Context: an optimization exercise on an open-source flow, tuned for small area and a short achievable clock period. The choices shown serve that exercise and are no tape-out recipe.
Only simulation tests tie the RTL to the original design; equivalence was not proved.

## flow/design.v (module list and top-level ports; edited modules follow where they fit)
// module awgn_ctrl: 35 lines
// module uniform_bank: 97 lines
// module clt_sum: 105 lines
// module noise_scale: 1433 lines
// module awgn_gen: 52 lines
module awgn_gen (
	input  wire logic clk,
	input  wire logic rst_n,
	input  wire logic run,
	input  wire logic [snr_pkg::snr_width-1:0] snr_db,
	input  wire logic snr_load,
	output logic signed [awgn_pkg::sample_width-1:0] awgn_out,
	output logic signed [awgn_pkg::quant_width-1:0] awgn_out_quant,
	output logic signed [snr_pkg::noise_width-1:0] noise_out,
	output logic sample_valid,
	output logic snr_err
);
  // ...
==> flow/run.sh <==
#!/bin/bash
# synth_recipe.tcl (not shown) runs the flow's synth.tcl, then flattens the netlist and writes it again
# the make line also repeats each setting of config.mk as NAME=value (left out here)
make -C /OpenROAD-flow-scripts/flow DESIGN_CONFIG=/design/flow/config.mk WORK_HOME=/design/flow/orfs CLKGATE_MAP_FILE= SYNTH_SCRIPT=/design/flow/synth_recipe.tcl finish
==> flow/config.mk <==
export PLATFORM = sky130hd
export DESIGN_NAME = awgn_gen
export DESIGN_NICKNAME = awgn_gen
export VERILOG_FILES = /design/flow/design.v
export SDC_FILE = /design/flow/constraint.sdc
export NUM_CORES = 4
export LEC_CHECK = 0
export ABC_CLOCK_PERIOD_IN_PS = 2000
export CAP_MARGIN = 20
export CORE_MARGIN = 2
export CORE_UTILIZATION = 40
export SETUP_SLACK_MARGIN = 4.6
export SLEW_MARGIN = 20
export SYNTH_MEMORY_MAX_BITS = 16384
==> flow/constraint.sdc <==
create_clock -name core_clock -period 7.5 [get_ports {clk}]
set_input_delay 1.5000 -clock core_clock [delete_from_list [all_inputs] [get_ports {clk}]]
set_output_delay 1.5000 -clock core_clock [all_outputs]
set_load 0.01 [all_outputs]
==> out/results.txt, run 1 <==
Status -> complete, no violations
DR pass1 iterations -> 5
Routed len/inst -> 16.3 µm
Placed cell areas -> 8490 µm²
#MultiIn Comb -> 654
CP delay by family, top -> buffers and inverters
Via count of the first global-routing pass -> 6018
Fraction of layout cells with a size suffix above 1 -> 17.5%
Top flop regs -> clt_sum_i.sum_word: 32 flops, uniform_bank_i.z: 28 flops, noise_scale_i.quant: 7 flops
Utilization after layout -> 48.0%
Area delta synth->final -> 17.7%
Yosys warnings -> 4
Initial drt markers -> 429
Layout Nets -> 960
Fin crit period -> 2860 ps
Worst EP arrival -> 1360 ps
Antenna cells -> 0
Synth Register Bits -> 89
Die area -> 20900 µm²
Cell with the most instances after synthesis -> xnor2_1
Number of flip-flops under the largest register name -> 32
GR Util All Layers -> 19.1%
Final ANT Viol Nets -> 0
Simple-gate share of the synthesized area -> 15.2%
Top cell type's share of synthesized area -> 20.3%
Most common cell after layout, fill and taps aside -> xnor2_1
==> module uniform_bank, before the edit <==
module uniform_bank (
	input  wire logic clk,
	input  wire logic rst_n,
	input  wire logic step,
	output logic [awgn_pkg::num_sources-1:0] fa,    
	output logic [awgn_pkg::num_sources-1:0] fac    
);
	logic [awgn_pkg::uniform_width-1:0] z, z_next;
	logic t28, t29, t30, t31, t32, t33, t34, t35, t36, t37, t38, t39, t40, t41, t42, t43, t44, t45, t46, t47, t48, t49, t50, t51, t52, t53, t54, t55, t56, t57, t58, t59, t60, t61, t62, t63, t64, t65, t66, t67, t68, t69, t70, t71, t72, t73, t74, t75, t76, t77, t78;
	assign t28 = z[5] ^ z[19];
	assign t29 = z[14] ^ z[27];
	assign t30 = z[1] ^ z[3];
	assign t31 = z[4] ^ z[20];
	assign t32 = z[11] ^ z[18];
	assign t33 = z[15] ^ z[21];
	assign t34 = z[9] ^ z[23];
	assign t35 = z[7] ^ z[26];
	assign t36 = t29 ^ t31;
	assign t37 = z[12] ^ t32;
	assign t38 = z[0] ^ t28;
	assign t39 = z[10] ^ z[25];
	assign t40 = z[8] ^ t30;
	assign t41 = z[13] ^ t37;
	assign t42 = z[12] ^ z[22];
	assign t43 = z[17] ^ z[23];
	assign t44 = z[17] ^ t33;
	assign t45 = z[6] ^ z[25];
	assign t46 = z[2] ^ t29;
	assign t47 = z[16] ^ t38;
	assign t48 = z[24] ^ t28;
	assign t49 = t35 ^ t39;
	assign t50 = t34 ^ t42;
	assign t51 = z[19] ^ t36;
	assign t52 = z[26] ^ t41;
	assign t53 = z[6] ^ t44;
	assign t54 = z[13] ^ z[16];
	assign t55 = t40 ^ t51;
	assign t56 = z[1] ^ t33;
	assign t57 = z[8] ^ t48;
	assign t58 = z[4] ^ t40;
	assign t59 = z[18] ^ z[21];
	assign t60 = t49 ^ t58;
	assign t61 = z[17] ^ z[27];
	assign t62 = t39 ^ t42;
	assign t63 = z[22] ^ z[24];
	assign t64 = z[14] ^ z[19];
	assign t65 = z[20] ^ t45;
	assign t66 = z[21] ^ t38;
	assign t67 = t34 ^ t47;
	assign t68 = t46 ^ t65;
	assign t69 = z[1] ^ t31;
	assign t70 = t30 ^ t48;
	assign t71 = z[9] ^ z[10];
	assign t72 = z[4] ^ t64;
	assign t73 = t33 ^ t34;
	assign t74 = z[8] ^ t36;
	assign t75 = z[25] ^ t43;
	assign t76 = z[18] ^ z[26];
	assign t77 = z[11] ^ z[21];
	assign t78 = z[3] ^ t35;
	assign z_next[0] = z[20] ^ t30 ^ t66;
	assign z_next[1] = z[6] ^ t36 ^ t52 ^ t67;
	assign z_next[2] = z[3] ^ z[15] ^ t46 ^ t47 ^ t75;
	assign z_next[3] = z[7] ^ z[23] ^ t37 ^ t40 ^ t45 ^ t47;
	assign z_next[4] = z[0] ^ z[23] ^ t59 ^ t60;
	assign z_next[5] = z[7] ^ z[16] ^ t50 ^ t55;
	assign z_next[6] = z[5] ^ z[14] ^ t30 ^ t41 ^ t73;
	assign z_next[7] = z[9] ^ z[17] ^ z[24] ^ t37 ^ t74;
	assign z_next[8] = z[24] ^ t40 ^ t41 ^ t68;
	assign z_next[9] = z[22] ^ t43 ^ t72 ^ t78;
	assign z_next[10] = t35 ^ t56 ^ t63 ^ t68;
	assign z_next[11] = z[0] ^ t53 ^ t54 ^ t78;
	assign z_next[12] = z[0] ^ t32 ^ t39 ^ t56 ^ t74;
	assign z_next[13] = z[0] ^ z[5] ^ z[24] ^ t52 ^ t75;
	assign z_next[14] = t38 ^ t50 ^ t60 ^ t61;
	assign z_next[15] = t36 ^ t70 ^ t76;
	assign z_next[16] = t31 ^ t34 ^ t35 ^ t57 ^ t77;
	assign z_next[17] = z[2] ^ z[10] ^ t50 ^ t72 ^ t77;
	assign z_next[18] = z[4] ^ z[13] ^ t28 ^ t29 ^ t73 ^ t76;
	assign z_next[19] = t53 ^ t55 ^ t62;
	assign z_next[20] = z[1] ^ t52 ^ t66 ^ t71;
	assign z_next[21] = z[14] ^ t59 ^ t62 ^ t70;
	assign z_next[22] = z[5] ^ t32 ^ t49 ^ t61 ^ t63 ^ t69;
	assign z_next[23] = z[2] ^ z[7] ^ z[8] ^ z[27] ^ t53 ^ t67 ^ t69;
	assign z_next[24] = z[1] ^ z[12] ^ t43 ^ t45 ^ t51;
	assign z_next[25] = z[26];
	assign z_next[26] = z[24];
	assign z_next[27] = t44 ^ t46 ^ t54 ^ t57 ^ t71;
	always_ff @(posedge clk or negedge rst_n) begin
		if (!rst_n)
			z <= 28'h1b6b2cf;
		else if (step)
			z <= z_next;
	end
	assign fa = {z[22], z[20], z[18], z[16], z[14], z[12], z[10], z[8], z[6], z[4], z[2], z[0]};
	assign fac = {z[22] & ~z[23], z[20] & ~z[21], z[18] & ~z[19], z[16] & ~z[17], z[14] & z[15], z[12] & ~z[13], z[10] & ~z[11], z[8] & z[9], z[6] & ~z[7], z[4] & ~z[5], z[2] & z[3], z[0] & ~z[1]};
endmodule
==> run 2, diff against run 1 <==
--- a/flow/design.v
+++ b/flow/design.v
@@ -92,94 +92,93 @@
 	output logic [awgn_pkg::num_sources-1:0] fac    
 );
 	logic [awgn_pkg::uniform_width-1:0] z, z_next;
-	logic t28, t29, t30, t31, t32, t33, t34, t35, t36, t37, t38, t39, t40, t41, t42, t43, t44, t45, t46, t47, t48, t49, t50, t51, t52, t53, t54, t55, t56, t57, t58, t59, t60, t61, t62, t63, t64, t65, t66, t67, t68, t69, t70, t71, t72, t73, t74, t75, t76, t77, t78;
-	assign t28 = z[5] ^ z[19];
-	assign t29 = z[14] ^ z[27];
-	assign t30 = z[1] ^ z[3];
-	assign t31 = z[4] ^ z[20];
-	assign t32 = z[11] ^ z[18];
-	assign t33 = z[15] ^ z[21];
-	assign t34 = z[9] ^ z[23];
-	assign t35 = z[7] ^ z[26];
-	assign t36 = t29 ^ t31;
-	assign t37 = z[12] ^ t32;
-	assign t38 = z[0] ^ t28;
-	assign t39 = z[10] ^ z[25];
-	assign t40 = z[8] ^ t30;
-	assign t41 = z[13] ^ t37;
-	assign t42 = z[12] ^ z[22];
-	assign t43 = z[17] ^ z[23];
-	assign t44 = z[17] ^ t33;
-	assign t45 = z[6] ^ z[25];
-	assign t46 = z[2] ^ t29;
-	assign t47 = z[16] ^ t38;
-	assign t48 = z[24] ^ t28;
-	assign t49 = t35 ^ t39;
-	assign t50 = t34 ^ t42;
-	assign t51 = z[19] ^ t36;
-	assign t52 = z[26] ^ t41;
-	assign t53 = z[6] ^ t44;
-	assign t54 = z[13] ^ z[16];
-	assign t55 = t40 ^ t51;
-	assign t56 = z[1] ^ t33;
-	assign t57 = z[8] ^ t48;
-	assign t58 = z[4] ^ t40;
-	assign t59 = z[18] ^ z[21];
-	assign t60 = t49 ^ t58;
-	assign t61 = z[17] ^ z[27];
-	assign t62 = t39 ^ t42;
-	assign t63 = z[22] ^ z[24];
-	assign t64 = z[14] ^ z[19];
-	assign t65 = z[20] ^ t45;
-	assign t66 = z[21] ^ t38;
-	assign t67 = t34 ^ t47;
-	assign t68 = t46 ^ t65;
-	assign t69 = z[1] ^ t31;
-	assign t70 = t30 ^ t48;
-	assign t71 = z[9] ^ z[10];
-	assign t72 = z[4] ^ t64;
-	assign t73 = t33 ^ t34;
-	assign t74 = z[8] ^ t36;
-	assign t75 = z[25] ^ t43;
-	assign t76 = z[18] ^ z[26];
-	assign t77 = z[11] ^ z[21];
-	assign t78 = z[3] ^ t35;
-	assign z_next[0] = z[20] ^ t30 ^ t66;
-	assign z_next[1] = z[6] ^ t36 ^ t52 ^ t67;
-	assign z_next[2] = z[3] ^ z[15] ^ t46 ^ t47 ^ t75;
-	assign z_next[3] = z[7] ^ z[23] ^ t37 ^ t40 ^ t45 ^ t47;
-	assign z_next[4] = z[0] ^ z[23] ^ t59 ^ t60;
-	assign z_next[5] = z[7] ^ z[16] ^ t50 ^ t55;
-	assign z_next[6] = z[5] ^ z[14] ^ t30 ^ t41 ^ t73;
-	assign z_next[7] = z[9] ^ z[17] ^ z[24] ^ t37 ^ t74;
-	assign z_next[8] = z[24] ^ t40 ^ t41 ^ t68;
-	assign z_next[9] = z[22] ^ t43 ^ t72 ^ t78;
-	assign z_next[10] = t35 ^ t56 ^ t63 ^ t68;
-	assign z_next[11] = z[0] ^ t53 ^ t54 ^ t78;
-	assign z_next[12] = z[0] ^ t32 ^ t39 ^ t56 ^ t74;
-	assign z_next[13] = z[0] ^ z[5] ^ z[24] ^ t52 ^ t75;
-	assign z_next[14] = t38 ^ t50 ^ t60 ^ t61;
-	assign z_next[15] = t36 ^ t70 ^ t76;
-	assign z_next[16] = t31 ^ t34 ^ t35 ^ t57 ^ t77;
-	assign z_next[17] = z[2] ^ z[10] ^ t50 ^ t72 ^ t77;
-	assign z_next[18] = z[4] ^ z[13] ^ t28 ^ t29 ^ t73 ^ t76;
-	assign z_next[19] = t53 ^ t55 ^ t62;
-	assign z_next[20] = z[1] ^ t52 ^ t66 ^ t71;
-	assign z_next[21] = z[14] ^ t59 ^ t62 ^ t70;
-	assign z_next[22] = z[5] ^ t32 ^ t49 ^ t61 ^ t63 ^ t69;
-	assign z_next[23] = z[2] ^ z[7] ^ z[8] ^ z[27] ^ t53 ^ t67 ^ t69;
-	assign z_next[24] = z[1] ^ z[12] ^ t43 ^ t45 ^ t51;
-	assign z_next[25] = z[26];
-	assign z_next[26] = z[24];
-	assign z_next[27] = t44 ^ t46 ^ t54 ^ t57 ^ t71;
+	logic t28, t29, t30, t31, t32, t33, t34, t35, t36, t37, t38, t39, t40, t41, t42, t43, t44, t45, t46, t47, t48, t49, t50, t51, t52, t53, t54, t55, t56, t57, t58, t59, t60, t61, t62, t63, t64, t65, t66, t67, t68, t69, t70, t71, t72, t73, t74, t75, t76, t77;
+	assign t28 = z[2] ^ z[18];
+	assign t29 = z[11] ^ t28;
+	assign t30 = z[12] ^ z[21];
+	assign t31 = z[8] ^ z[10];
+	assign t32 = z[20] ^ z[23];
+	assign t33 = z[1] ^ z[5];
+	assign t34 = z[9] ^ t29;
+	assign t35 = z[3] ^ z[17];
+	assign t36 = z[4] ^ z[24];
+	assign t37 = z[25] ^ t31;
+	assign t38 = z[0] ^ t30;
+	assign t39 = z[15] ^ t36;
+	assign t40 = z[27] ^ t32;
+	assign t41 = z[26] ^ t35;
+	assign t42 = z[19] ^ t39;
+	assign t43 = z[5] ^ z[6];
+	assign t44 = z[16] ^ t40;
+	assign t45 = z[14] ^ t32;
+	assign t46 = z[22] ^ z[24];
+	assign t47 = t34 ^ t43;
+	assign t48 = z[13] ^ z[23];
+	assign t49 = z[3] ^ t33;
+	assign t50 = z[22] ^ z[27];
+	assign t51 = t37 ^ t38;
+	assign t52 = z[4] ^ t34;
+	assign t53 = z[16] ^ z[25];
+	assign t54 = z[7] ^ z[26];
+	assign t55 = z[20] ^ t33;
+	assign t56 = z[0] ^ z[12];
+	assign t57 = z[11] ^ t55;
+	assign t58 = z[15] ^ t37;
+	assign t59 = z[19] ^ z[21];
+	assign t60 = t45 ^ t56;
+	assign t61 = z[8] ^ t50;
+	assign t62 = z[11] ^ t53;
+	assign t63 = z[6] ^ t36;
+	assign t64 = z[5] ^ t61;
+	assign t65 = z[16] ^ t34;
+	assign t66 = z[17] ^ z[23];
+	assign t67 = z[13] ^ z[14];
+	assign t68 = z[13] ^ t30;
+	assign t69 = t42 ^ t57;
+	assign t70 = z[0] ^ z[4];
+	assign t71 = t40 ^ t41;
+	assign t72 = t28 ^ t33;
+	assign t73 = z[2] ^ t46;
+	assign t74 = z[1] ^ t66;
+	assign t75 = t44 ^ t59;
+	assign t76 = z[13] ^ t73;
+	assign t77 = t49 ^ t68;
+	assign z_next[0] = t28 ^ t49 ^ t59 ^ t70;
+	assign z_next[1] = t29 ^ t58 ^ t71;
+	assign z_next[2] = z[27] ^ t31 ^ t57 ^ t76;
+	assign z_next[3] = t37 ^ t65 ^ t74;
+	assign z_next[4] = z[3] ^ t46 ^ t47 ^ t51 ^ t54;
+	assign z_next[5] = z[9] ^ t38 ^ t54 ^ t69;
+	assign z_next[6] = z[15] ^ t45 ^ t52 ^ t77;
+	assign z_next[7] = z[4] ^ z[6] ^ t54 ^ t56 ^ t58 ^ t72;
+	assign z_next[8] = z[6] ^ z[10] ^ z[26] ^ t50 ^ t69;
+	assign z_next[9] = z[26] ^ t64 ^ t67 ^ t70;
+	assign z_next[10] = z[10] ^ t38 ^ t63 ^ t74;
+	assign z_next[11] = z[8] ^ z[15] ^ z[18] ^ z[26] ^ t43 ^ t75;
+	assign z_next[12] = t35 ^ t75 ^ t76;
+	assign z_next[13] = z[12] ^ t46 ^ t47 ^ t48 ^ t53;
+	assign z_next[14] = z[8] ^ t41 ^ t42 ^ t60 ^ t65;
+	assign z_next[15] = z[27] ^ t47 ^ t48 ^ t58;
+	assign z_next[16] = z[9] ^ t44 ^ t77;
+	assign z_next[17] = z[10] ^ z[19] ^ z[22] ^ t30 ^ t45 ^ t52;
+	assign z_next[18] = z[6] ^ t28 ^ t41 ^ t44 ^ t51;
+	assign z_next[19] = z[13] ^ z[24] ^ t29 ^ t37 ^ t41;
+	assign z_next[20] = z[1] ^ z[7] ^ t30 ^ t31 ^ t52 ^ t71;
+	assign z_next[21] = t35 ^ t62 ^ t63 ^ t67;
+	assign z_next[22] = t29 ^ t33 ^ t39 ^ t60;
+	assign z_next[23] = z[14] ^ z[17] ^ z[19] ^ t51 ^ t72;
+	assign z_next[24] = z[2] ^ t38 ^ t42 ^ t62 ^ t64;
+	assign z_next[25] = z[24];
+	assign z_next[26] = z[27];
+	assign z_next[27] = t30 ^ t35 ^ t42 ^ t48;
 	always_ff @(posedge clk or negedge rst_n) begin
 		if (!rst_n)
-			z <= 28'h1b6b2cf;
+			z <= 28'h09eb2c7;
 		else if (step)
 			z <= z_next;
 	end
 	assign fa = {z[22], z[20], z[18], z[16], z[14], z[12], z[10], z[8], z[6], z[4], z[2], z[0]};
-	assign fac = {z[22] & ~z[23], z[20] & ~z[21], z[18] & ~z[19], z[16] & ~z[17], z[14] & z[15], z[12] & ~z[13], z[10] & ~z[11], z[8] & z[9], z[6] & ~z[7], z[4] & ~z[5], z[2] & z[3], z[0] & ~z[1]};
+	assign fac = {z[22] & ~z[23], z[20] & z[21], z[18] & z[19], z[16] & ~z[17], z[14] & z[15], z[12] & ~z[13], z[10] & ~z[11], z[8] & z[9], z[6] & ~z[7], z[4] & z[5], z[2] & ~z[3], z[0] & ~z[1]};
 endmodule
 `default_nettype wire
 `timescale 1ns/1ns
==> flow/flow/run.sh (new file) <==
#!/bin/bash
# Standard layout, with the port buffers made from buf_2 cells instead of
# the default pick (a slow delay buffer). Each tool's output goes to a log here.
set -euo pipefail
export BUFFER_PORTS_ARGS="-buffer_cell sky130_fd_sc_hd__buf_2"
bash standard.sh > standard_make.log 2>&1
==> flow/standard.sh (new file) <==
#!/bin/bash
# synth_recipe.tcl (not shown) runs the flow's synth.tcl, then flattens the netlist and writes it again
# the make line also repeats each setting of config.mk as NAME=value (left out here)
make -C /OpenROAD-flow-scripts/flow DESIGN_CONFIG=/design/flow/config.mk WORK_HOME=/design/flow/orfs CLKGATE_MAP_FILE= SYNTH_SCRIPT=/design/flow/synth_recipe.tcl "${@:-finish}"
==> flow/config.mk (replaced) <==
export PLATFORM = sky130hd
export DESIGN_NAME = awgn_gen
export DESIGN_NICKNAME = awgn_gen
export VERILOG_FILES = /design/flow/design.v
export SDC_FILE = /design/flow/constraint.sdc
export NUM_CORES = 4
export LEC_CHECK = 0
export CAP_MARGIN = 20
export CORE_MARGIN = 2
export CORE_UTILIZATION = 60
export CTS_BUF_LIST = sky130_fd_sc_hd__clkbuf_4 sky130_fd_sc_hd__clkbuf_8
export CTS_CLUSTER_SIZE = 30
export SETUP_SLACK_MARGIN = 4.8
export SLEW_MARGIN = 20
export SYNTH_MEMORY_MAX_BITS = 16384
removed: flow/run.sh
==> out/results.txt, run 2 <==
Vias post-DR -> 6691
HP Class -> flop to flop
Max-cap violation count -> 0
Critical Path, Cell by Cell -> buf_2
Number of synthesized flops with an enable pin -> 0
Grt ovf -> 0
CP delay by family, top -> flip-flops
Syn avg cell area -> 8.90 µm²
Area delta synth->final -> 12.7%
Clk latency of the worst-skew pair -> 380 ps
Crit. End Element -> output port
Top reg by flops -> clt_sum_i.sum_word
Clock buffer depth -> 2
Final Hold Viols -> 0
Most frequent cells in the layout -> 122 x xnor2_1, 55 x buf_2, 53 x inv_1, 53 x a21oi_1, 53 x dfrtp_1
Drt total wl -> 20500 µm
Final instance area -> 8740 µm²
Worst setup SP type -> flop
Clock sink count -> 89
Worst-path maximum fanout -> 11
GR Util All Layers -> 29.2% (+10 points)
Placed cell areas -> 7990 µm² (-5.9%)
Post-synth top area cell -> dfrtp_1
Die width -> 118 µm
First-pass GRT wire length -> 33000 µm
Max stage delay on crit path -> 570 ps
Yosys warnings -> 4 (unchanged)
Critical path class -> flop to output port
Core area -> 12600 µm²
CTS clk-pin slew, worst paths -> 90 ps
Cell with the most instances after synthesis -> xnor2_1
Cts hold-fix bufs -> 0
Die area -> 13900 µm² (-34%)
Initial drt markers -> 575 (+34%)
Synth Register Bits -> 89 (unchanged)
Most common cell after layout, fill and taps aside -> xnor2_1
Rows -> 41
Setup_tns -> 0 ps
Fin crit period -> 2660 ps (-199 ps)
Root buf cell -> clkbuf_8
Crit path max-delay cell type -> dfrtp_1
Final Cycle Share -> 35.4%
Post-Syn Nets -> 932
Number of flip-flops under the largest register name -> 32 (unchanged)
Post-synth ARST share -> 91.0%
Vias per cell -> 6.19
Critical path buffers and inverters -> 1
Drc violations -> 0
Layout Nets -> 964 (+0.42%)
Initial antenna violation count -> 0
CTS tree -> yes
Via count of the first global-routing pass -> 6478 (+7.6%)
Fraction of layout cells with a size suffix above 1 -> 21.7% (+4.2 points)
Die height -> 118 µm
Top cell type's share of synthesized area -> 21.3% (+1.0 points)
Port bufs -> 56
TritonCTS buffer count -> 9
RSZ-0062 raised after global routing -> true
Synth cell count leaders -> 123 x xnor2_1, 66 x dfrtp_1, 62 x clkbuf_1
Slew @ Worst Pin -> 815 ps
Final ANT Viol Nets -> 0 (unchanged)
CP required -> 6000 ps
Initial core utilization -> 61.5%
Antenna cells -> 0 (unchanged)
Most area-consuming cells after synthesis -> dfrtp_1 21%, xnor2_1 14%, fa_1 5.4%
Synth unique cells -> 80
Top flop regs -> clt_sum_i.sum_word: 32 flops, uniform_bank_i.z: 28 flops, noise_scale_i.quant: 7 flops
Largest net degree at the start of global routing -> 82
Mapped Area -> 7760 µm²
Routed len/inst -> 18.9 µm (+16%)
I/O pin cnt -> 57
Htree depth -> 3
DP HPWL -> 13800 µm
Ys flop type -> dfrtp_1
Clk_skew -> 13.6 ps
Mapped Cells -> 872
Worst EP arrival -> 1160 ps (-200 ps)
Pre-CTS setup slack -> 4510 ps
DR pass1 iterations -> 5 (unchanged)
Seq/Total Area, Yosys -> 28.4%
Max frequency -> 0.376 GHz
Worst slew margin -> 45.1%
Status -> complete, no violations
Setup violations, final -> 0
Slew Limit Fails -> 0
Final setup margin -> 4840 ps
GP Congestion -> 0.966
-- run 2: layer usage --
layer	global-route usage (%)	wire length, µm	vias up
li1	-	-	3098
met1	41.0	8820	3278
met2	45.7	9860	270
met3	4.80	1320	45
met4	10.7	475	0
met5	0	0	-
-- run 2: path summary, 6_finish.rpt --
path / startpoint / slack, ps / end / depth (start not counted)
max: clt_sum_i.sum_word[15]$_DFFE_PN0P_ / 4840 / awgn_out[15] / 1
min: awgn_ctrl_i.valid_sr[1]$_DFF_PN0_ / 360 / awgn_ctrl_i.valid_sr[2]$_DFF_PN0_ / 0
max reg2reg: clt_sum_i.sum_word[28]$_DFFE_PN0P_ / 4850 / clt_sum_i.sum_word[30]$_DFFE_PN0P_ / 9
min reg2reg: awgn_ctrl_i.valid_sr[1]$_DFF_PN0_ / 360 / awgn_ctrl_i.valid_sr[2]$_DFF_PN0_ / 0
max in group asynchronous: rst_n / 5780 / uniform_bank_i.z[3]$_DFFE_PN0P_ / 1
min in group asynchronous: rst_n / 1130 / clt_sum_i.sum_word[29]$_DFFE_PN0P_ / 1
-- run 2: cell families (layout without fill, tap and decap cells) --
group           Yosys count  after routing  synth area share (%)
compound gates          198            198                  17.7
xor+xnor                169            169                  19.4
fa+ha+maj                53             53                  10.5
buf+inv                 126            163                  6.50
flops                    89             89                  28.4
mux                      16             16                  2.23
other cells               1              1                0.0483
simple gates            220            220                  15.1
-- run 2: timing repair --
item	CTS	global route
buffers inserted	9	24
pin swaps	4	10
setup endpoints to repair	31	32
gates resized for setup	27	37
hold endpoints to repair	0	0
-- run 2: worst register-to-register path, delay by kind of cell (launching register included) --
family / cells / cell delay (ps)
AOI/OAI and AO/OA: 2 / 460
DFF: 1 / 420
buffers and inverters: 2 / 130
and+or+nand+nor: 2 / 160
adders and majority gates: 3 / 1370
-- run 2: area by class of cell --
class                   instances  area, µm²
multi-input cells             657       5280
flip-flops and latches         89       2230
fillers                      1041       3880
inverters                      54        203
clock buffers                  11        145
well taps                     172        215
clock inverters                 5       62.6
repair buffers                 93        606
-- run 2: stage by stage --
| stage | hold WS [ps] | instances | utilization [%] |
|---|---|---|---|
| 2_1_floorplan | 331 | 872 | - |
| 3_3_place_gp | 344 | 1032 | 63.3 |
| 3_5_place_dp | 336 | 1032 | 63.3 |
| 4_1_cts | 370 | 1057 | 66.3 |
| 5_1_grt | 387 | 1081 | 69.3 |
| 6_report | 364 | 1081 | 69.3 |
==> run 3, diff against run 2 <==
==> flow/config.mk (replaced) <==
export PLATFORM = sky130hd
export DESIGN_NAME = awgn_gen
export DESIGN_NICKNAME = awgn_gen
export VERILOG_FILES = /design/flow/design.v
export SDC_FILE = /design/flow/constraint.sdc
export NUM_CORES = 4
export LEC_CHECK = 0
export ABC_CLOCK_PERIOD_IN_PS = 2000
export CAP_MARGIN = 20
export CORE_MARGIN = 2
export CORE_UTILIZATION = 60
export SETUP_SLACK_MARGIN = 4.8
export SLEW_MARGIN = 20
export SYNTH_MEMORY_MAX_BITS = 16384
==> out/results.txt, run 3 <==
Status -> complete, no violations
Fin crit period -> 2670 ps (+14.7 ps)
Drt total wl -> 20600 µm (+0.41%)
Worst slew margin -> 44.7% (-0.40 points)
Die height -> 118 µm (unchanged)
Compound-Gate Fraction of Synth Area -> 17.7% (unchanged)
Rows -> 41 (unchanged)
Top flop regs -> clt_sum_i.sum_word: 32 flops, uniform_bank_i.z: 28 flops, noise_scale_i.quant: 7 flops
Grt ovf -> 0 (unchanged)
CTS clk-pin slew, worst paths -> 70 ps (-20 ps)
Die width -> 118 µm (unchanged)
Initial core utilization -> 61.5% (unchanged)
Most common cell after layout, fill and taps aside -> xnor2_1
Most area-consuming cells after synthesis -> dfrtp_1 21%, xnor2_1 14%, fa_1 5.4%
Number of synthesized flops with an enable pin -> 0 (unchanged)
Layout Nets -> 958 (-0.62%)
DR pass1 iterations -> 5 (unchanged)
Drc violations -> 0 (unchanged)
Initial antenna violation count -> 0 (unchanged)
Ys flop type -> dfrtp_1
Synth cell count leaders -> 123 x xnor2_1, 66 x dfrtp_1, 62 x clkbuf_1
GR Util All Layers -> 29.2% (about the same)
CP required -> 7740 ps (+1740 ps)
Xor/xnor share of the synthesized area -> 19.4% (unchanged)
Filler instances -> 1040 (-0.096%)
Vias post-DR -> 6669 (-0.33%)
Area delta synth->final -> 13.0%
RSZ-0062 raised after global routing -> true
Largest net degree at the start of global routing -> 82 (unchanged)
Top reg by flops -> clt_sum_i.sum_word
Die area -> 13900 µm² (unchanged)
Simple-gate share of the synthesized area -> 15.1% (unchanged)
Mapped Cells -> 872 (unchanged)
Crit. End Element -> flop
Cell with the most instances after synthesis -> xnor2_1
Cts hold-fix bufs -> 0 (unchanged)
Top cell type's share of synthesized area -> 21.3% (unchanged)
First-pass GRT wire length -> 33000 µm (unchanged)
Reg area -> 2230 µm² (unchanged)
Top cell by count, worst path -> or4_4
Antenna cells -> 0 (unchanged)
Slew @ Worst Pin -> 821 ps (+5.93 ps)
Worst hold slack -> 359 ps (-5.04 ps)
Final ANT Viol Nets -> 0 (unchanged)
Setup_tns -> 0 ps (unchanged)
Max-cap violation count -> 0 (unchanged)
Worst setup SP type -> flop
Clk latency of the worst-skew pair -> 360 ps (-20 ps)
Synth unique cells -> 80 (unchanged)
Clock sink count -> 89 (unchanged)
Core area -> 12600 µm² (unchanged)
I/O pin cnt -> 57 (unchanged)
Area of the multi-input gates -> 5280 µm² (unchanged)
Post-synthesis mux area share -> 2.23% (unchanged)
Max frequency -> 0.374 GHz (-0.55%)
Critical path class -> flop to flop
HP Class -> flop to flop
Clock buffer depth -> 2 (unchanged)
Slew Limit Fails -> 0 (unchanged)
Via count of the first global-routing pass -> 6514 (+0.56%)
Clk_skew -> 11.1 ps (-2.51 ps)
Crit path max-delay cell type -> or4_4
Final Hold Viols -> 0 (unchanged)
Post-Syn Nets -> 932 (unchanged)
Routed len/inst -> 19.1 µm (+0.97%)
Setup violations, final -> 0 (unchanged)
DP HPWL -> 13800 µm (unchanged)
Worst EP arrival -> 2920 ps (+1760 ps)
Critical Path, Cell by Cell -> or4_4, or3_4, or4_4, o41ai_4, mux2i_1, nor2_1
Initial drt markers -> 596 (+3.7%)
Final Cycle Share -> 35.6% (+0.20 points)
Vias per cell -> 6.20 (+0.23%)
TritonCTS buffer count -> 9 (unchanged)
Mapped Area -> 7760 µm² (unchanged)
Seq/Total Area, Yosys -> 28.4% (unchanged)
Main combinational cell family by area after synthesis -> XOR/XNOR gates
Max stage delay on crit path -> 570 ps (about the same)
CTS tree -> yes
GP Congestion -> 0.966 (unchanged)
Yosys warnings -> 4 (unchanged)
Fraction of layout cells with a size suffix above 1 -> 20.8% (-0.85 points)
Worst-path maximum fanout -> 7 (-4)
Most frequent cells in the layout -> 122 x xnor2_1, 55 x buf_2, 54 x a21oi_1
Port bufs -> 56 (unchanged)
Post-Synth Adder-Cell Area -> 10.5% (unchanged)
Root buf cell -> clkbuf_16
Number of flip-flops under the largest register name -> 32 (unchanged)
Htree depth -> 3 (unchanged)
Post-synth top area cell -> dfrtp_1
Utilization after layout -> 69.5% (+0.24 points)
Post-synth ARST share -> 91.0% (unchanged)
Synth Register Bits -> 89 (unchanged)
Syn avg cell area -> 8.90 µm² (unchanged)
## run 3: final cells by class
| type | instances | area share (%) |
|---|---|---|
| clock buffers | 11 | 2.77 |
| clock inverters | 5 | 0.713 |
| inverters | 54 | 2.31 |
| multi-input cells | 657 | 60.2 |
| flip-flops and latches | 89 | 25.5 |
| well taps | 172 | 2.45 |
| repair buffers | 87 | 6.13 |
## run 3: logic make-up (layout without fill, tap and decap cells)
group                      after synthesis  after routing
AOI/OAI and AO/OA                      198            198
buffers and inverters                  126            157
xor gates and xnor gates               169            169
adders and majority gates               53             53
muxes                                   16             16
other                                    1              1
and+or+nand+nor                        220            220
DFF                                     89             89
## run 3: worst max-delay path: cells and delay by family (launching register included)
kind	cells	cell delay, ps
flops	1	450
simple gates	4	1550
compound gates	1	320
mux	1	240
## run 3: metal layers
layer	routed length, µm	track usage [%]	part of all wire (%)
met2	9820	46.5	48
met1	9080	40.5	44
met4	387	10.6	1.9
met3	1270	4.46	6.2
met5	0	0	0
## run 3: stage by stage
stage               instance area, µm²  cells  worst slack (ps)
CTS                               8440   1056              4780
global route                      8770   1075              4760
floorplan                         7770    872              4800
finish                            8770   1075              4830
detailed placement                7990   1032              4510
global placement                  7990   1032              4580
## run 3: final timing paths
| check | cells past startpoint | to | startpoint | slack, ps |
|---|---|---|---|---|
| min in group asynchronous | 1 | clt_sum_i.sum_word[29]$_DFFE_PN0P_ | rst_n | 1190 |
| worst min-delay path | 0 | awgn_ctrl_i.valid_sr[2]$_DFF_PN0_ | awgn_ctrl_i.valid_sr[1]$_DFF_PN0_ | 360 |
| max in group asynchronous | 1 | noise_scale_i.quant[1]$_DFF_PN0_ | rst_n | 5750 |
| worst min register to register | 0 | awgn_ctrl_i.valid_sr[2]$_DFF_PN0_ | awgn_ctrl_i.valid_sr[1]$_DFF_PN0_ | 360 |
| worst max register to register | 6 | clt_sum_i.sum_word[19]$_DFFE_PN0P_ | clt_sum_i.sum_word[5]$_DFFE_PN0P_ | 4830 |
| worst max-delay path | 6 | clt_sum_i.sum_word[19]$_DFFE_PN0P_ | clt_sum_i.sum_word[5]$_DFFE_PN0P_ | 4830 |
## run 3: what timing repair did
item | 4_1_cts | 5_1_grt
gates resized for setup | 24 | 34
pin swaps | 4 | 6
setup endpoints to repair | 29 | 31
buffers inserted | 8 | 19
==> run 4, diff against run 3 <==
==> flow/flow/run.sh (replaced) <==
#!/bin/bash
# Standard layout, with the port buffers made from buf_2 cells instead of
# the default pick (a slow delay buffer). Each tool's output goes to a log here.
set -euo pipefail
export BUFFER_PORTS_ARGS="-buffer_cell sky130_fd_sc_hd__buf_1"
bash standard.sh > standard_make.log 2>&1
--- a/flow/config.mk
+++ b/flow/config.mk
@@ -5,10 +5,11 @@
 export SDC_FILE = /design/flow/constraint.sdc
 export NUM_CORES = 4
 export LEC_CHECK = 0
-export ABC_CLOCK_PERIOD_IN_PS = 2000
 export CAP_MARGIN = 20
 export CORE_MARGIN = 2
 export CORE_UTILIZATION = 60
+export CTS_BUF_LIST = sky130_fd_sc_hd__clkbuf_4 sky130_fd_sc_hd__clkbuf_8
+export CTS_CLUSTER_SIZE = 30
 export SETUP_SLACK_MARGIN = 4.8
 export SLEW_MARGIN = 20
 export SYNTH_MEMORY_MAX_BITS = 16384
==> out/results.txt, run 4 <==
Status -> complete, no violations
Most common cell after layout, fill and taps aside -> xnor2_1
Via count of the first global-routing pass -> 6104 (-6.3%)
Die height -> 118 µm (unchanged)
GR Util All Layers -> 28.3% (-0.88 points)
Worst EP arrival -> 1160 ps (-1760 ps)
CP delay by family, top -> flip-flops
Seq/Total Area, Yosys -> 28.4% (unchanged)
Mapped Area -> 7760 µm² (unchanged)
DP HPWL -> 13700 µm (-0.83%)
Crit. End Element -> output port
TritonCTS buffer count -> 9 (unchanged)
CP required -> 6000 ps (-1740 ps)
HP Class -> flop to flop
Critical path class -> flop to output port
Fraction of layout cells with a size suffix above 1 -> 15.1% (-5.7 points)
Mapped Cells -> 872 (unchanged)
Top reg by flops -> clt_sum_i.sum_word
RSZ-0062 raised after global routing -> true
Cell with the most instances after synthesis -> xnor2_1
Setup_tns -> 0 ps (unchanged)
Htree depth -> 3 (unchanged)
Critical Path, Cell by Cell -> buf_1
DR pass1 iterations -> 5 (unchanged)
CTS clk-pin slew, worst paths -> 100 ps (+30 ps)
Synth cell count leaders -> 123 x xnor2_1, 66 x dfrtp_1, 62 x clkbuf_1
Cells on worst reg2reg path -> 6 (unchanged)
Clock sink count -> 89 (unchanged)
Final setup margin -> 4840 ps (+12.9 ps)
Grt ovf -> 0 (unchanged)
Worst-path maximum fanout -> 11 (+4)
Syn avg cell area -> 8.90 µm² (unchanged)
Max frequency -> 0.376 GHz (+0.49%)
Synth Register Bits -> 89 (unchanged)
Die area -> 13900 µm² (unchanged)
Die width -> 118 µm (unchanged)
GP Congestion -> 0.935 (-3.1%)
Drc violations -> 0 (unchanged)
Number of synthesized flops with an enable pin -> 0 (unchanged)
CTS tree -> yes
Yosys warnings -> 4 (unchanged)
Vias per cell -> 6.18 (-0.34%)
Clk_skew -> 16.1 ps (+5.02 ps)
Post-Syn Nets -> 932 (unchanged)
Most area-consuming cells after synthesis -> dfrtp_1 21%, xnor2_1 14%, fa_1 5.4%
Critical Path Stages -> 1 (-5)
Post-synth top area cell -> dfrtp_1
Antenna cells -> 0 (unchanged)
Worst setup SP type -> flop
Core area -> 12600 µm² (unchanged)
Most frequent cells in the layout -> 122 x xnor2_1, 54 x buf_1, 53 x inv_1, 53 x a21oi_1, 52 x dfrtp_1
Clk latency of the worst-skew pair -> 390 ps (+30 ps)
Synth unique cells -> 80 (unchanged)
Pre-CTS setup slack -> 4530 ps (+16.7 ps)
Root buf cell -> clkbuf_8
Max stage delay on crit path -> 580 ps (about the same)
Max-cap violation count -> 0 (unchanged)
Post-synth ARST share -> 91.0% (unchanged)
Port bufs -> 56 (unchanged)
Clock buffer depth -> 2 (unchanged)
Utilization after layout -> 68.5% (-1.0 points)
Worst slew margin -> 43.4% (-1.3 points)
Slew @ Worst Pin -> 848 ps (+26.1 ps)
Slew Limit Fails -> 0 (unchanged)
Initial antenna violation count -> 0 (unchanged)
Largest net degree at the start of global routing -> 82 (unchanged)
Layout Nets -> 963 (+0.52%)
Vias post-DR -> 6677 (+0.12%)
Rows -> 41 (unchanged)
Area delta synth->final -> 11.4%
Drt total wl -> 20100 µm (-2.2%)
Cts hold-fix bufs -> 0 (unchanged)
Top cell type's share of synthesized area -> 21.3% (unchanged)
Final Hold Viols -> 0 (unchanged)
Setup violations, final -> 0 (unchanged)
Initial drt markers -> 722 (+21%)
Hold Path Depth -> 0 (unchanged)
Fin crit period -> 2660 ps (-12.9 ps)
Final Cycle Share -> 35.5% (-0.17 points)
Ys flop type -> dfrtp_1
Number of flip-flops under the largest register name -> 32 (unchanged)
Initial core utilization -> 61.5% (unchanged)
Crit path max-delay cell type -> dfrtp_1
Worst hold slack -> 361 ps (+2.42 ps)
First-pass GRT wire length -> 31800 µm (-3.7%)
Final ANT Viol Nets -> 0 (unchanged)
Routed len/inst -> 18.6 µm (-2.7%)
I/O pin cnt -> 57 (unchanged)
Critical path buffers and inverters -> 1 (+1)
Top flop regs -> clt_sum_i.sum_word: 32 flops, uniform_bank_i.z: 28 flops, noise_scale_i.quant: 7 flops
## run 4: area by class of cell
type	instances	area (µm²)
multi-input combinational	657	5240
timing repair buffer	92	549
tap	172	215
fill	1059	3980
sequential	89	2230
inverter	54	203
clock inverter	6	71.3
clock buffer	10	131
## run 4: worst paths after layout
check / startpoint / slack [ps] / to
max in group asynchronous: rst_n / 5660 / uniform_bank_i.z[14]$_DFFE_PN0P_
setup / recovery: clt_sum_i.sum_word[15]$_DFFE_PN0P_ / 4840 / awgn_out[15]
setup reg to reg: clt_sum_i.sum_word[5]$_DFFE_PN0P_ / 4860 / clt_sum_i.sum_word[19]$_DFFE_PN0P_
min in group asynchronous: rst_n / 1250 / clt_sum_i.sum_word[29]$_DFFE_PN0P_
hold reg to reg: awgn_ctrl_i.valid_sr[2]$_DFF_PN0_ / 360 / awgn_ctrl_i.valid_sr[3]$_DFF_PN0_
hold / removal: awgn_ctrl_i.valid_sr[2]$_DFF_PN0_ / 360 / awgn_ctrl_i.valid_sr[3]$_DFF_PN0_
## run 4: timing repair
action,in CTS,in global routing
gates cloned,0,1
setup buffers,9,21
setup endpoints to repair,32,30
pin swaps,0,10
gates resized for setup,22,36
## run 4: cell families (layout without fill, tap and decap cells)
| group | after synthesis | count (layout) | share of synthesized area (%) |
|---|---|---|---|
| AOI/OAI and AO/OA | 198 | 198 | 17.7 |
| xor gates and xnor gates | 169 | 169 | 19.4 |
| adders and majority gates | 53 | 53 | 10.5 |
| buffers and inverters | 126 | 162 | 6.50 |
| DFF | 89 | 89 | 28.4 |
| muxes | 16 | 16 | 2.23 |
| other | 1 | 1 | 0.0483 |
| and+or+nand+nor | 220 | 220 | 15.1 |
## run 4: metal layers
layer / GRT usage (%) / share of wire [%]
met5: 0 / 0
met4: 9.49 / 2.5
met3: 4.26 / 6.1
met2: 44.2 / 47
met1: 40.4 / 45
## run 4: through the flow
step	cells	instance area (µm²)
after floorplan	872	7770
after global placement	1033	7930
after detailed placement	1033	7930
after CTS	1058	8270
after global routing	1080	8640
final	1080	8640
==> run 5, diff against run 4 <==
--- a/flow/config.mk
+++ b/flow/config.mk
@@ -10,6 +10,6 @@
 export CORE_UTILIZATION = 60
 export CTS_BUF_LIST = sky130_fd_sc_hd__clkbuf_4 sky130_fd_sc_hd__clkbuf_8
 export CTS_CLUSTER_SIZE = 30
-export SETUP_SLACK_MARGIN = 4.8
+export SETUP_SLACK_MARGIN = 4.9
 export SLEW_MARGIN = 20
 export SYNTH_MEMORY_MAX_BITS = 16384
==> out/results.txt, run 5 <==
Area delta synth->final -> 18.7%
Drt total wl -> 22000 µm (+9.7%)
Number of synthesized flops with an enable pin -> 0 (unchanged)
Root buf cell -> clkbuf_8
Final setup margin -> 4850 ps (+13.5 ps)
GR Util All Layers -> 30.4% (+2.1 points)
Rows -> 41 (unchanged)
Post-synth top area cell -> dfrtp_1
RSZ-0062 raised after global routing -> true
Initial antenna violation count -> 0 (unchanged)
Pre-CTS setup slack -> 4490 ps (-38.4 ps)
Setup_tns -> 0 ps (unchanged)
Synth unique cells -> 80 (unchanged)
Final ANT Viol Nets -> 0 (unchanged)
Largest net degree at the start of global routing -> 60 (-27%)
Drc violations -> 0 (unchanged)
Cell with the most instances after synthesis -> xnor2_1
Die area -> 13900 µm² (unchanged)
DR pass1 iterations -> 6 (+1)
Layout Nets -> 1000 (+3.8%)
Final non-filler cell total -> 1117 (+3.4%)
Cts hold-fix bufs -> 0 (unchanged)
I/O pin cnt -> 57 (unchanged)
Seq/Total Area, Yosys -> 28.4% (unchanged)
Worst setup SP type -> flop
Grt ovf -> 0 (unchanged)
Port bufs -> 56 (unchanged)
Worst-path maximum fanout -> 2 (-9)
Most frequent cells in the layout -> 122 x xnor2_1, 64 x buf_4, 53 x a21oi_1
HP Class -> flop to flop
Fraction of layout cells with a size suffix above 1 -> 23.8% (+8.7 points)
Number of flip-flops under the largest register name -> 32 (unchanged)
CTS tree -> yes
Initial drt markers -> 721 (-0.14%)
TritonCTS buffer count -> 9 (unchanged)
Die width -> 118 µm (unchanged)
Via count of the first global-routing pass -> 6628 (+8.6%)
CP required -> 6000 ps (about the same)
Core area -> 12600 µm² (unchanged)
Ys flop type -> dfrtp_1
Filler instances -> 972 (-8.2%)
Crit. End Element -> output port
Slew Limit Fails -> 0 (unchanged)
Slew @ Worst Pin -> 874 ps (+26.5 ps)
Worst slew margin -> 41.7% (-1.7 points)
CTS clk-pin slew, worst paths -> 90 ps (about the same)
Vias post-DR -> 6883 (+3.1%)
GP Congestion -> 0.939 (+0.36%)
Area of the multi-input gates -> 5400 µm² (+3.0%)
Reg area -> 2250 µm² (+0.90%)
Clock buffer depth -> 2 (unchanged)
Most area-consuming cells after synthesis -> dfrtp_1 21%, xnor2_1 14%, fa_1 5.4%
Final Hold Viols -> 0 (unchanged)
Synth cell count leaders -> 123 x xnor2_1, 66 x dfrtp_1, 62 x clkbuf_1
Most common cell after layout, fill and taps aside -> xnor2_1
Mapped Cells -> 872 (unchanged)
Placed Cells -> 1033 (unchanged)
Clk_skew -> 16.8 ps (+0.621 ps)
Max-cap violation count -> 0 (unchanged)
Max frequency -> 0.378 GHz (+0.51%)
Setup violations, final -> 0 (unchanged)
Htree depth -> 3 (unchanged)
Final Cycle Share -> 35.3% (-0.18 points)
Initial core utilization -> 61.5% (unchanged)
Top flop regs -> clt_sum_i.sum_word: 32 flops, uniform_bank_i.z: 28 flops, noise_scale_i.quant: 7 flops
Worst EP arrival -> 1150 ps (about the same)
Status -> complete, no violations
Critical path class -> flop to output port
First-pass GRT wire length -> 33900 µm (+6.7%)
Clock sink count -> 89 (unchanged)
Antenna cells -> 0 (unchanged)
Yosys warnings -> 4 (unchanged)
Fin crit period -> 2650 ps (-13.5 ps)
Top reg by flops -> clt_sum_i.sum_word
Die height -> 118 µm (unchanged)
Mapped Area -> 7760 µm² (unchanged)
Synth Register Bits -> 89 (unchanged)
Post-Syn Nets -> 932 (unchanged)
Syn avg cell area -> 8.90 µm² (unchanged)
Top cell type's share of synthesized area -> 21.3% (unchanged)
Clk latency of the worst-skew pair -> 390 ps (about the same)
Routed len/inst -> 19.7 µm (+6.0%)
DP HPWL -> 13500 µm (-0.96%)
Vias per cell -> 6.16 (-0.33%)
Post-synth ARST share -> 91.0% (unchanged)
-- run 5: cell count changes in the layout (fill, tap and decap cells not counted), sizes merged --
cell / previous run / this run
buf: 88 / 122
bufbuf: 0 / 4
clkbuf: 14 / 13
clkinv: 1 / 2
clkinvlp: 2 / 4
inv: 56 / 53
-- run 5: layer usage --
metal	track usage (%)	vias to the layer above	routed length [µm]
met4	13.7	0	716
met3	4.80	70	1540
met2	49.3	356	10600
met1	40.3	3292	9170
met5	0	-	0
li1	-	3165	-
-- run 5: path summary, 6_finish.rpt --
check / start / slack, ps / depth (start not counted) / end
max: clt_sum_i.sum_word[26]$_DFFE_PN0P_ / 4850 / 3 / awgn_out[26]
min: awgn_ctrl_i.valid_sr[2]$_DFF_PN0_ / 360 / 0 / awgn_ctrl_i.valid_sr[3]$_DFF_PN0_
max reg2reg: clt_sum_i.sum_word[1]$_DFFE_PN0P_ / 4910 / 9 / clt_sum_i.sum_word[27]$_DFFE_PN0P_
min reg2reg: awgn_ctrl_i.valid_sr[2]$_DFF_PN0_ / 360 / 0 / awgn_ctrl_i.valid_sr[3]$_DFF_PN0_
max in group asynchronous: rst_n / 5370 / 2 / uniform_bank_i.z[16]$_DFFE_PN0P_
min in group asynchronous: rst_n / 1010 / 1 / clt_sum_i.sum_word[29]$_DFFE_PN0P_
-- run 5: stage by stage --
stage / utilization (%) / cell area (µm²) / hold slack, ps
after floorplan: - / 7820 / 331
after global placement: 63.1 / 7960 / 343
after CTS: 69.2 / 8740 / 366
final: 73.0 / 9210 / 364
after global routing: 73.0 / 9210 / 375
after detailed placement: 63.1 / 7960 / 336
-- run 5: area by class of cell --
cell class / instances / area share, %
multi-input cells: 657 / 58.6
flip-flops and latches: 89 / 24.5
repair buffers: 128 / 10.0
well taps: 172 / 2.34
inverters: 54 / 2.24
clock buffers: 11 / 1.58
clock inverters: 5 / 0.679
repair inverters: 1 / 0.0543
-- run 5: timing repair --
action / 4_1_cts / 5_1_grt
gates cloned: 4 / 1
gates resized for setup: 56 / 59
setup endpoints to repair: 44 / 48
pin swaps: 5 / 25
buffers inserted: 32 / 31
-- run 5: kinds of logic after synthesis --
group | synth area share [%]
and+or+nand+nor | 15.1
AOI/OAI and AO/OA | 17.7
xor gates and xnor gates | 19.4
buffers and inverters | 6.50
DFF | 28.4
adders and majority gates | 10.5
muxes | 2.23
other | 0.0483
-- run 5: critical path, cell delays in order (launching register included) --
cell and delay [ps]:
dfrtp_1 390, buf_4 130, buf_4 130, buf_1 120
==> run 6, diff against run 5 <==
--- a/flow/config.mk
+++ b/flow/config.mk
@@ -10,6 +10,6 @@
 export CORE_UTILIZATION = 60
 export CTS_BUF_LIST = sky130_fd_sc_hd__clkbuf_4 sky130_fd_sc_hd__clkbuf_8
 export CTS_CLUSTER_SIZE = 30
-export SETUP_SLACK_MARGIN = 4.9
+export SETUP_SLACK_MARGIN = 5.0
 export SLEW_MARGIN = 20
 export SYNTH_MEMORY_MAX_BITS = 16384
==> out/results.txt, run 6 <==
Status -> complete, no violations
Worst-path maximum fanout -> 9 (+7)
Mapped Area -> 7760 µm² (unchanged)
Htree depth -> 3 (unchanged)
DR pass1 iterations -> 9 (+3)
Most area-consuming cells after synthesis -> dfrtp_1 21%, xnor2_1 14%, fa_1 5.4%
Clk_skew -> 21.2 ps (+4.41 ps)
Drc violations -> 0 (unchanged)
Setup violations, final -> 0 (unchanged)
Die area -> 13900 µm² (unchanged)
Final Hold Viols -> 0 (unchanged)
Top cell type's share of synthesized area -> 21.3% (unchanged)
Synth Register Bits -> 89 (unchanged)
Crit path max-delay cell type -> nor4_1
Max stage delay on crit path -> 580 ps (+190 ps)
Initial drt markers -> 893 (+24%)
Die height -> 118 µm (unchanged)
Seq/Total Area, Yosys -> 28.4% (unchanged)
Largest net degree at the start of global routing -> 50 (-17%)
Rows -> 41 (unchanged)
Met2 usage -> 53.7% (+4.4 points)
Core area -> 12600 µm² (unchanged)
Worst slew margin -> 43.5% (+1.7 points)
Clock buffer depth -> 2 (unchanged)
Root buf cell -> clkbuf_8
Final Cycle Share -> 34.5% (-0.81 points)
HP Class -> flop to flop
CP required -> 7830 ps (+1830 ps)
Slew Limit Fails -> 0 (unchanged)
Max frequency -> 0.387 GHz (+2.3%)
Via count of the first global-routing pass -> 6991 (+5.5%)
CP endpoint -> clt_sum_i.sum_word[31]$_DFFE_PN0P_
Initial core utilization -> 61.5% (unchanged)
Cells on worst reg2reg path -> 8 (-1)
Vias post-DR -> 7187 (+4.4%)
Final ANT Viol Nets -> 0 (unchanged)
Syn avg cell area -> 8.90 µm² (unchanged)
Clock sink count -> 89 (unchanged)
Slew @ Worst Pin -> 848 ps (-26.1 ps)
Max-cap violation count -> 0 (unchanged)
CTS clk-pin slew, worst paths -> 110 ps (+20 ps)
Fraction of layout cells with a size suffix above 1 -> 31.1% (+7.3 points)
Global Route met3 Usage -> 4.75% (-0.048 points)
Crit. End Element -> flop
DP HPWL -> 13700 µm (+1.2%)
Port bufs -> 56 (unchanged)
Ys flop type -> dfrtp_1
Synth unique cells -> 80 (unchanged)
Mapped Cells -> 872 (unchanged)
TritonCTS buffer count -> 9 (unchanged)
Drt total wl -> 22800 µm (+3.6%)
GR Util All Layers -> 32.5% (+2.0 points)
Routed len/inst -> 19.9 µm (+0.79%)
Global route hottest layer -> met2
Yosys warnings -> 4 (unchanged)
Grt ovf -> 0 (unchanged)
CTS tree -> yes
Critical path class -> flop to flop
Area delta synth->final -> 25.3%
R2R Path End -> clt_sum_i.sum_word[31]$_DFFE_PN0P_
Antenna cells -> 0 (unchanged)
Synth cell count leaders -> 123 x xnor2_1, 66 x dfrtp_1, 62 x clkbuf_1
FF-to-FF Start -> clt_sum_i.sum_word[16]$_DFFE_PN0P_
GP Congestion -> 0.951 (+1.3%)
I/O pin cnt -> 57 (unchanged)
Top flop regs -> clt_sum_i.sum_word: 32 flops, uniform_bank_i.z: 28 flops, noise_scale_i.quant: 7 flops
Critical Path, Cell by Cell -> buf_4, nor4_1, nand2_2, nor4_4, o211ai_1, buf_4, a31oi_1, a2bb2oi_1
Setup slack, reg-to-reg -> 4920 ps (about the same)
Clk latency of the worst-skew pair -> 400 ps (about the same)
Fin crit period -> 2580 ps (-60.7 ps)
Worst setup SP type -> flop
Die width -> 118 µm (unchanged)
Post-synth top area cell -> dfrtp_1
Number of flip-flops under the largest register name -> 32 (unchanged)
Setup_tns -> 0 ps (unchanged)
Final non-filler cell total -> 1148 (+2.8%)
Vias per cell -> 6.26 (+1.6%)
Worst EP arrival -> 2920 ps (+1770 ps)
Number of synthesized flops with an enable pin -> 0 (unchanged)
CP Launch Point -> clt_sum_i.sum_word[16]$_DFFE_PN0P_
Top reg by flops -> clt_sum_i.sum_word
Most frequent cells in the layout -> 122 x xnor2_1, 92 x buf_4, 52 x a21oi_1
Cell with the most instances after synthesis -> xnor2_1
Placed Cells -> 1033 (unchanged)
Layout Nets -> 1031 (+3.1%)
Initial antenna violation count -> 0 (unchanged)
Post-Syn Nets -> 932 (unchanged)
Routing usage on met1 -> 42.8% (+2.5 points)
Top cell by count, worst path -> buf_4
Cts hold-fix bufs -> 0 (unchanged)
First-pass GRT wire length -> 36300 µm (+7.0%)
Most common cell after layout, fill and taps aside -> xnor2_1
RSZ-0062 raised after global routing -> true
Post-synth ARST share -> 91.0% (unchanged)
run 6: per-layer routing:
| metal | routed length (µm) | up-vias | share of wire (%) |
|---|---|---|---|
| li1 | - | 3228 | - |
| met1 | 9350 | 3493 | 41 |
| met2 | 11100 | 402 | 49 |
| met3 | 1750 | 64 | 7.7 |
| met4 | 651 | 0 | 2.9 |
| met5 | 0 | - | 0 |
run 6: worst min path at each step:
stage	start	end	slack, ps	cells past startpoint
CTS	awgn_ctrl_i.valid_sr[1]$_DFF_PN0_	awgn_ctrl_i.valid_sr[2]$_DFF_PN0_	370	0
finish	awgn_ctrl_i.valid_sr[1]$_DFF_PN0_	awgn_ctrl_i.valid_sr[2]$_DFF_PN0_	360	0
floorplan	awgn_ctrl_i.valid_sr[1]$_DFF_PN0_	awgn_ctrl_i.valid_sr[2]$_DFF_PN0_	330	0
global placement	awgn_ctrl_i.valid_sr[1]$_DFF_PN0_	awgn_ctrl_i.valid_sr[2]$_DFF_PN0_	340	0
detailed placement	awgn_ctrl_i.valid_sr[1]$_DFF_PN0_	awgn_ctrl_i.valid_sr[2]$_DFF_PN0_	340	0
global route	awgn_ctrl_i.valid_sr[1]$_DFF_PN0_	awgn_ctrl_i.valid_sr[2]$_DFF_PN0_	370	0
run 6: critical path, delay by kind of cell, from the launching register on:
kind	cells	cell delay, ps
and+or+nand+nor	3	1330
AOI/OAI and AO/OA	3	420
buffers and inverters	2	340
DFF	1	430
run 6: final cells by class:
| type | count | area [µm²] |
|---|---|---|
| fillers | 875 | 2900 |
| multi-input cells | 657 | 5590 |
| clock inverters | 6 | 73.8 |
| repair inverters | 1 | 5.00 |
| clock buffers | 10 | 131 |
| inverters | 54 | 214 |
| well taps | 172 | 215 |
| repair buffers | 159 | 1230 |
| flip-flops and latches | 89 | 2260 |
run 6: cell families (layout without fill, tap and decap cells):
group,after synthesis,count (layout),synth area share [%]
xor+xnor,169,169,19.4
compound gates,198,198,17.7
flops,89,89,28.4
buf+inv,126,230,6.50
mux,16,16,2.23
fa+ha+maj,53,53,10.5
simple gates,220,220,15.1
other cells,1,1,0.0483
run 6: timing repair:
item,in CTS,in global routing
setup endpoints to repair,66,54
pin swaps,28,28
resized for setup,106,66
buffers inserted,79,15
cloned,4,1
run 6: per-stage QoR:
step	hold WS (ps)	util, %	instance area [µm²]	setup WS, ps
after floorplan	331	-	7930	4950
after global placement	344	63.8	8050	4670
after detailed placement	342	63.8	8050	4560
after CTS	366	73.9	9330	4920
after global routing	372	77.0	9720	4860
final	363	77.0	9720	4920
==> run 7, diff against run 6 <==
==> flow/flow/run.sh (replaced) <==
#!/bin/bash
# Standard layout, with the port buffers made from buf_1 cells instead of
# the default pick (a slow delay buffer). Each tool's output goes to a log here.
set -euo pipefail
export BUFFER_PORTS_ARGS="-buffer_cell sky130_fd_sc_hd__buf_1"
bash standard.sh > standard_make.log 2>&1
--- a/flow/config.mk
+++ b/flow/config.mk
@@ -10,6 +10,6 @@
 export CORE_UTILIZATION = 60
 export CTS_BUF_LIST = sky130_fd_sc_hd__clkbuf_4 sky130_fd_sc_hd__clkbuf_8
 export CTS_CLUSTER_SIZE = 30
-export SETUP_SLACK_MARGIN = 5.0
+export SETUP_SLACK_MARGIN = 4.8
 export SLEW_MARGIN = 20
 export SYNTH_MEMORY_MAX_BITS = 16384
==> out/results.txt, run 7 <==
I/O pin cnt -> 57 (unchanged)
Die height -> 118 µm (unchanged)
Placed Cells -> 1033 (unchanged)
Max stage delay on crit path -> 580 ps (about the same)
Critical path buffers and inverters -> 1 (-1)
Critical path class -> flop to output port
Crit path max-delay cell type -> dfrtp_1
Largest net degree at the start of global routing -> 82 (+64%)
Htree depth -> 3 (unchanged)
First-pass GRT wire length -> 31800 µm (-12%)
Reg area -> 2230 µm² (-1.2%)
Post-synth ARST share -> 91.0% (unchanged)
Die area -> 13900 µm² (unchanged)
Number of synthesized flops with an enable pin -> 0 (unchanged)
Post-synth top area cell -> dfrtp_1
Setup_tns -> 0 ps (unchanged)
Worst setup SP type -> flop
Seq/Total Area, Yosys -> 28.4% (unchanged)
Slew Limit Fails -> 0 (unchanged)
Worst-path maximum fanout -> 11 (+2)
CTS clk-pin slew, worst paths -> 100 ps (about the same)
Layout Nets -> 963 (-6.6%)
Top reg by flops -> clt_sum_i.sum_word
Synth unique cells -> 80 (unchanged)
Grt ovf -> 0 (unchanged)
Final Hold Viols -> 0 (unchanged)
Cell with the most instances after synthesis -> xnor2_1
Most common cell after layout, fill and taps aside -> xnor2_1
Clock sink count -> 89 (unchanged)
Number of flip-flops under the largest register name -> 32 (unchanged)
Drc violations -> 0 (unchanged)
Critical Path, Cell by Cell -> buf_1
Die width -> 118 µm (unchanged)
Fin crit period -> 2660 ps (+74.2 ps)
Clock buffer depth -> 2 (unchanged)
Most area-consuming cells after synthesis -> dfrtp_1 21%, xnor2_1 14%, fa_1 5.4%
Worst EP arrival -> 1160 ps (-1760 ps)
CP delay by family, top -> flip-flops
Area delta synth->final -> 11.4%
Core area -> 12600 µm² (unchanged)
Final non-filler cell total -> 1080 (-5.9%)
Setup violations, final -> 0 (unchanged)
Mapped Cells -> 872 (unchanged)
Post-Syn Nets -> 932 (unchanged)
Clk_skew -> 16.1 ps (-5.03 ps)
Yosys warnings -> 4 (unchanged)
Rows -> 41 (unchanged)
Initial antenna violation count -> 0 (unchanged)
Mapped Area -> 7760 µm² (unchanged)
CTS tree -> yes
Status -> complete, no violations
Top cell type's share of synthesized area -> 21.3% (unchanged)
Synth Register Bits -> 89 (unchanged)
Root buf cell -> clkbuf_8
Top flop regs -> clt_sum_i.sum_word: 32 flops, uniform_bank_i.z: 28 flops, noise_scale_i.quant: 7 flops
Crit. End Element -> output port
HP Class -> flop to flop
Routed len/inst -> 18.6 µm (-6.4%)
Synth cell count leaders -> 123 x xnor2_1, 66 x dfrtp_1, 62 x clkbuf_1
Worst slew margin -> 43.4% (about the same)
GP Congestion -> 0.935 (-1.7%)
Clk latency of the worst-skew pair -> 390 ps (about the same)
Final Cycle Share -> 35.5% (+0.99 points)
Syn avg cell area -> 8.90 µm² (unchanged)
Cts hold-fix bufs -> 0 (unchanged)
Area of the multi-input gates -> 5240 µm² (-6.3%)
Slew @ Worst Pin -> 848 ps (-0.398 ps)
Vias per cell -> 6.18 (-1.2%)
CP required -> 6000 ps (-1830 ps)
Port bufs -> 56 (unchanged)
Fraction of layout cells with a size suffix above 1 -> 15.1% (-16 points)
Most frequent cells in the layout -> 122 x xnor2_1, 54 x buf_1, 53 x inv_1, 53 x a21oi_1, 52 x dfrtp_1
Vias post-DR -> 6677 (-7.1%)
TritonCTS buffer count -> 9 (unchanged)
Final ANT Viol Nets -> 0 (unchanged)
RSZ-0062 raised after global routing -> true
Initial drt markers -> 722 (-19%)
DR pass1 iterations -> 5 (-4)
DP HPWL -> 13700 µm (-0.20%)
Filler instances -> 1059 (+21%)
Ys flop type -> dfrtp_1
Max frequency -> 0.376 GHz (-2.8%)
Max-cap violation count -> 0 (unchanged)
Initial core utilization -> 61.5% (unchanged)
GR Util All Layers -> 28.3% (-4.1 points)
Worst hold slack -> 361 ps (-1.63 ps)
Antenna cells -> 0 (unchanged)
Drt total wl -> 20100 µm (-12%)
Via count of the first global-routing pass -> 6104 (-13%)
==> run 7: cell counts after synthesis <==
Identical to the previous run, type by type.
==> run 7: repair_timing <==
item,CTS,global route
buffers inserted,9,21
endpoints found under the setup margin,32,30
pin swaps,0,10
gates cloned,0,1
gates resized for setup,22,36
==> run 7: layout make-up <==
cell class	count	area share [%]
repair buffers	92	6.35
inverters	54	2.34
flip-flops and latches	89	25.9
clock inverters	6	0.825
multi-input cells	657	60.6
clock buffers	10	1.52
well taps	172	2.49
==> run 7: path summary, 6_finish.rpt <==
check | start | endpoint | slack [ps] | depth (start not counted)
max reg2reg | clt_sum_i.sum_word[5]$_DFFE_PN0P_ | clt_sum_i.sum_word[19]$_DFFE_PN0P_ | 4860 | 6
max | clt_sum_i.sum_word[15]$_DFFE_PN0P_ | awgn_out[15] | 4840 | 1
min in group asynchronous | rst_n | clt_sum_i.sum_word[29]$_DFFE_PN0P_ | 1250 | 2
max in group asynchronous | rst_n | uniform_bank_i.z[14]$_DFFE_PN0P_ | 5660 | 2
min reg2reg | awgn_ctrl_i.valid_sr[2]$_DFF_PN0_ | awgn_ctrl_i.valid_sr[3]$_DFF_PN0_ | 360 | 0
min | awgn_ctrl_i.valid_sr[2]$_DFF_PN0_ | awgn_ctrl_i.valid_sr[3]$_DFF_PN0_ | 360 | 0
==> run 7: logic make-up (layout without fill, tap and decap cells) <==
logic type / Yosys count / in the layout / share of synthesized area, %
AND/OR/NAND/NOR: 220 / 220 / 15.1
AO/OA/AOI/OAI: 198 / 198 / 17.7
XOR/XNOR: 169 / 169 / 19.4
buffers and inverters: 126 / 162 / 6.50
flip-flops: 89 / 89 / 28.4
adder cells (fa/ha/maj): 53 / 53 / 10.5
multiplexers: 16 / 16 / 2.23
other: 1 / 1 / 0.0483
==> run 7: per-stage QoR <==
stage          worst slack (ps)  util, %  cell area (µm²)
2_1_floorplan              4800        -             7770
5_1_grt                    4770     68.5             8640
6_report                   4840     68.5             8640
4_1_cts                    4710     65.5             8270
3_3_place_gp               4540     62.8             7930
3_5_place_dp               4530     62.8             7930
==> run 7: metal layers <==
metal	vias up	part of all wire, %	track usage [%]
met5	-	0	0
met4	0	2.5	9.49
met3	47	6.1	4.26
met2	291	47	44.2
met1	3235	45	40.4
li1	3104	-	-

==> re-timing with driven ports <==
Ports are ideal in the flow. The routed layouts listed here were re-timed in OpenROAD.
Step 1, drivers: a clkbuf_16 drives clk and a buf_2 each remaining input, both assumed.
Step 2 also shifts input and output timing later by t, the mid clock arrival at the registers, as if the neighbouring blocks saw the same clock.
a / b / c = ideal / step 1 / step 2; a / b = the first two.
run | shift t [ns] | setup WS [ns] | worst register clock-pin slew, ns
run 1 | 0.390 | 4.644 / 4.604 / 4.436 | 0.07 / 0.07
run 2 | 0.417 | 4.843 / 4.804 / 4.845 | 0.10 / 0.10
run 3 | 0.400 | 4.828 / 4.800 / 4.828 | 0.07 / 0.07
run 4 | 0.420 | 4.841 / 4.804 / 4.816 | 0.11 / 0.11
run 5 | 0.427 | 4.854 / 4.811 / 4.701 | 0.10 / 0.10
run 6 | 0.422 | 4.915 / 4.895 / 4.765 | 0.11 / 0.11
run 7 | 0.420 | 4.841 / 4.804 / 4.816 | 0.11 / 0.11
After both steps setup and hold are still met in every run listed. The setup slack of run 1, which loses most, moves by -0.040 ns with the drivers and by -0.208 ns with both steps.
